This design comes from an exercise in tuning for small area, a short achievable clock period and few clock cycles on the open sky130 flow, not from production work. In this exercise RTL edits were held to simulation tests only and were not proved equivalent to the original. Power and IR drop assume default switching activity.

north:
Design adaptive_throughput_meter, start of the top module:
module adaptive_throughput_meter #(
    parameter int HISTORY_SLOTS = 10
) (
    input  logic        i_clk,
    input  logic        i_rst_n,
    input  logic        i_in_valid,
    output logic        o_in_stall,
    input  logic [1:0]  i_kind,
    input  logic [15:0] i_byte_count,
    input  logic [9:0]  i_tick_ms,
    output logic        o_out_valid,
    input  logic        i_out_stall,
    output logic [31:0] o_speed,
    output logic        o_window_closed,
    output logic        o_averaged,
    input  logic        i_cfg_valid,
    output logic        o_cfg_ready,
    input  logic [atm_pkg::CFG_IW-1:0] i_cfg_index,
    input  logic [atm_pkg::CFG_DW-1:0] i_cfg_data
);
    logic              r_iv;
    logic [1:0]        r_kind;
    logic [15:0]       r_val;
    logic              r_iv2;
    logic [1:0]        r_kind2;
    logic [15:0]       r_val2;
    logic [15:0]       w_in_val;
    logic [15:0]       r_byte_count;
  ...
Size in the first run: ~320 flip-flops, ~90 I/O pins, ~30000 sq um of cells after synthesis.
clock: 8.5 ns
lec_check: 0
cap_margin: 20
core_margin: 2
core_utilization: 40
cts_buf_list: sky130_fd_sc_hd__clkbuf_8 sky130_fd_sc_hd__clkbuf_16
cts_cluster_diameter: 80
cts_cluster_size: 20
setup_slack_margin: 4.7
slew_margin: 20
run.sh (not shown) runs the stock make flow with config.mk's settings and CLKGATE_MAP_FILE= SYNTH_SCRIPT=/design/flow/synth_recipe.tcl, a recipe that flattens the netlist after the stock synthesis.
north was carried through to the last stage, and its layout satisfied the timing, design-rule and antenna checks.
Testbench counts of north, summed over its fixed seeds: cycles 30,114.
#### Input delta (south over north)
# north
export LEC_CHECK = 0
export CAP_MARGIN = 20
export CORE_MARGIN = 2
export CORE_UTILIZATION = 40
export CTS_BUF_LIST = sky130_fd_sc_hd__clkbuf_8 sky130_fd_sc_hd__clkbuf_16
export CTS_CLUSTER_DIAMETER = 80
export CTS_CLUSTER_SIZE = 20
export SETUP_SLACK_MARGIN = 4.7
export SLEW_MARGIN = 20
create_clock -name core_clock -period 8.5 [get_ports {i_clk}]
# south
export LEC_CHECK = 0
export CAP_MARGIN = 20
export CORE_MARGIN = 2
export CORE_UTILIZATION = 40
export CTS_BUF_LIST = sky130_fd_sc_hd__clkbuf_8 sky130_fd_sc_hd__clkbuf_16
export CTS_CLUSTER_DIAMETER = 80
export CTS_CLUSTER_SIZE = 20
export GPL_ROUTABILITY_DRIVEN = 0
export SETUP_SLACK_MARGIN = 4.7
export SLEW_MARGIN = 20
create_clock -name core_clock -period 8.5 [get_ports {i_clk}]
==> run summary <==
Every run in the comparison, north and south, completed the flow with a clean layout.
Compare north and south | ratio of final minimum period to clock period higher: north
Compared with north, south is the less power-hungry design.
STATUS clock period minus final worst setup slack: south wins against north
Design area of south is on par with north.
#### Input delta (east over south)
# south
export LEC_CHECK = 0
export CAP_MARGIN = 20
export CORE_MARGIN = 2
export CORE_UTILIZATION = 40
export CTS_BUF_LIST = sky130_fd_sc_hd__clkbuf_8 sky130_fd_sc_hd__clkbuf_16
export CTS_CLUSTER_DIAMETER = 80
export CTS_CLUSTER_SIZE = 20
export GPL_ROUTABILITY_DRIVEN = 0
export SETUP_SLACK_MARGIN = 4.7
export SLEW_MARGIN = 20
create_clock -name core_clock -period 8.5 [get_ports {i_clk}]
# east
export LEC_CHECK = 0
export CAP_MARGIN = 20
export CORE_MARGIN = 2
export CORE_UTILIZATION = 40
export SETUP_SLACK_MARGIN = 4.7
export SLEW_MARGIN = 20
create_clock -name core_clock -period 8.5 [get_ports {i_clk}]
Findings:
- Fraction of area in registers: east vs south down 0.31 points
- Detailed-route wire length per cell down 0.46% in east wrt south
- Compared with south, in east global-route met1 utilization shows a reduction of 0.73 points; combined area of the multi-input logic cells shows no meaningful change; total internal power shows an increase of about 9%.
- Layout-stage area growth over the synthesis result (lower): south
- For instance area at placement, east and south come out practically identical.
- dfxtp_2 as the cell at the slowest stage of the critical path was reported by east, and buf_2 by south.
- Final design instance area without fill went up slightly going from south to east.
- Measured against each other, east and south differ in peak supply drop, the higher figure coming from east.
- Delta (east minus south): total of buffers placed on input and output ports has remained practically unchanged; time the final worst path needs with I/O delays and setup rose by 0.093 ns.
Here is what was changed in the inputs of west compared with east.
# east
export LEC_CHECK = 0
export CAP_MARGIN = 20
export CORE_MARGIN = 2
export CORE_UTILIZATION = 40
export SETUP_SLACK_MARGIN = 4.7
export SLEW_MARGIN = 20
create_clock -name core_clock -period 8.5 [get_ports {i_clk}]
# west
export LEC_CHECK = 0
export CAP_MARGIN = 20
export CORE_MARGIN = 2
export CORE_UTILIZATION = 50
export CTS_BUF_LIST = sky130_fd_sc_hd__clkbuf_8 sky130_fd_sc_hd__clkbuf_16
export CTS_CLUSTER_DIAMETER = 80
export CTS_CLUSTER_SIZE = 20
export SETUP_SLACK_MARGIN = 4.7
export SLEW_MARGIN = 20
create_clock -name core_clock -period 8.5 [get_ports {i_clk}]
### Flow results
- Compared west vs east, and met1 layer wirelength in the final routing is up in west.
- Diff east -> west: global-route wire length before repair increased 2.3%; total stage count of the critical path decreased 1.
- Path depth of the worst reg2reg path: west vs east down 1
- Of west and east, it is west that has the higher sequential portion of the cell area.
- Wire length was higher in west than in east.
- east → west: worst setup slack rose by 0.040 ns; detailed-route wire length per cell rose by about 8%.
The inputs of middle differ from those of west as listed below.
# west
export LEC_CHECK = 0
export CAP_MARGIN = 20
export CORE_MARGIN = 2
export CORE_UTILIZATION = 50
export CTS_BUF_LIST = sky130_fd_sc_hd__clkbuf_8 sky130_fd_sc_hd__clkbuf_16
export CTS_CLUSTER_DIAMETER = 80
export CTS_CLUSTER_SIZE = 20
export SETUP_SLACK_MARGIN = 4.7
export SLEW_MARGIN = 20
create_clock -name core_clock -period 8.5 [get_ports {i_clk}]
# middle
export LEC_CHECK = 0
export CAP_MARGIN = 20
export CORE_MARGIN = 2
export CORE_UTILIZATION = 40
export CTS_BUF_LIST = sky130_fd_sc_hd__clkbuf_8 sky130_fd_sc_hd__clkbuf_16
export CTS_CLUSTER_DIAMETER = 100
export CTS_CLUSTER_SIZE = 30
export SETUP_SLACK_MARGIN = 4.7
export SLEW_MARGIN = 20
create_clock -name core_clock -period 8.5 [get_ports {i_clk}]
==> comparison <==
Compared with west, middle shows fraction of layout instances using a drive strength above 1 higher by 0.45 points. Compared to west, middle has number of logic stages on the critical path including buffering 6 lower. Changes observed in middle relative to west: total of clock buffers placed in the layout went down; synthesized area saw little to no change; fraction of area in registers shows a reduction of 0.32 points.

## re-timing with driven ports
No port has a modelled driver above. Below, the same layouts with a new extraction and two added sets of constraints.
Step 1, drivers: a clkbuf_16 drives i_clk and a buf_2 each remaining input, both assumed.
Step 2 moves the port delays by t, midway between the first and last clock arrival at a register: inputs arrive t later, outputs are due t later. That takes back most of the time a late clock gives input paths.
Slacks: ideal ports / drivers / drivers and shift; pairs: ideal ports / drivers.
run	t, ns	slack for setup (ns)	hold slack, ns	worst setup path at the end	slew at the worst register clock pin (ns)
north	0.669	4.697 / 4.635 / 4.397	0.473 / 0.473 / 0.473	input to register	0.09 / 0.09
south	0.639	4.739 / 4.685 / 4.333	0.474 / 0.474 / 0.474	input to register	0.10 / 0.10
east	0.639	4.646 / 4.646 / 4.377	0.471 / 0.471 / 0.471	input to register	0.07 / 0.07
west	0.647	4.687 / 4.667 / 4.140	0.473 / 0.473 / 0.473	input to register	0.10 / 0.10
middle	0.631	4.714 / 4.652 / 4.413	0.479 / 0.479 / 0.479	input to register	0.12 / 0.12
After both steps every run listed still meets setup and hold. For west, which loses most, drivers alone change the setup slack by -0.020 ns; drivers and shift together by -0.547 ns.
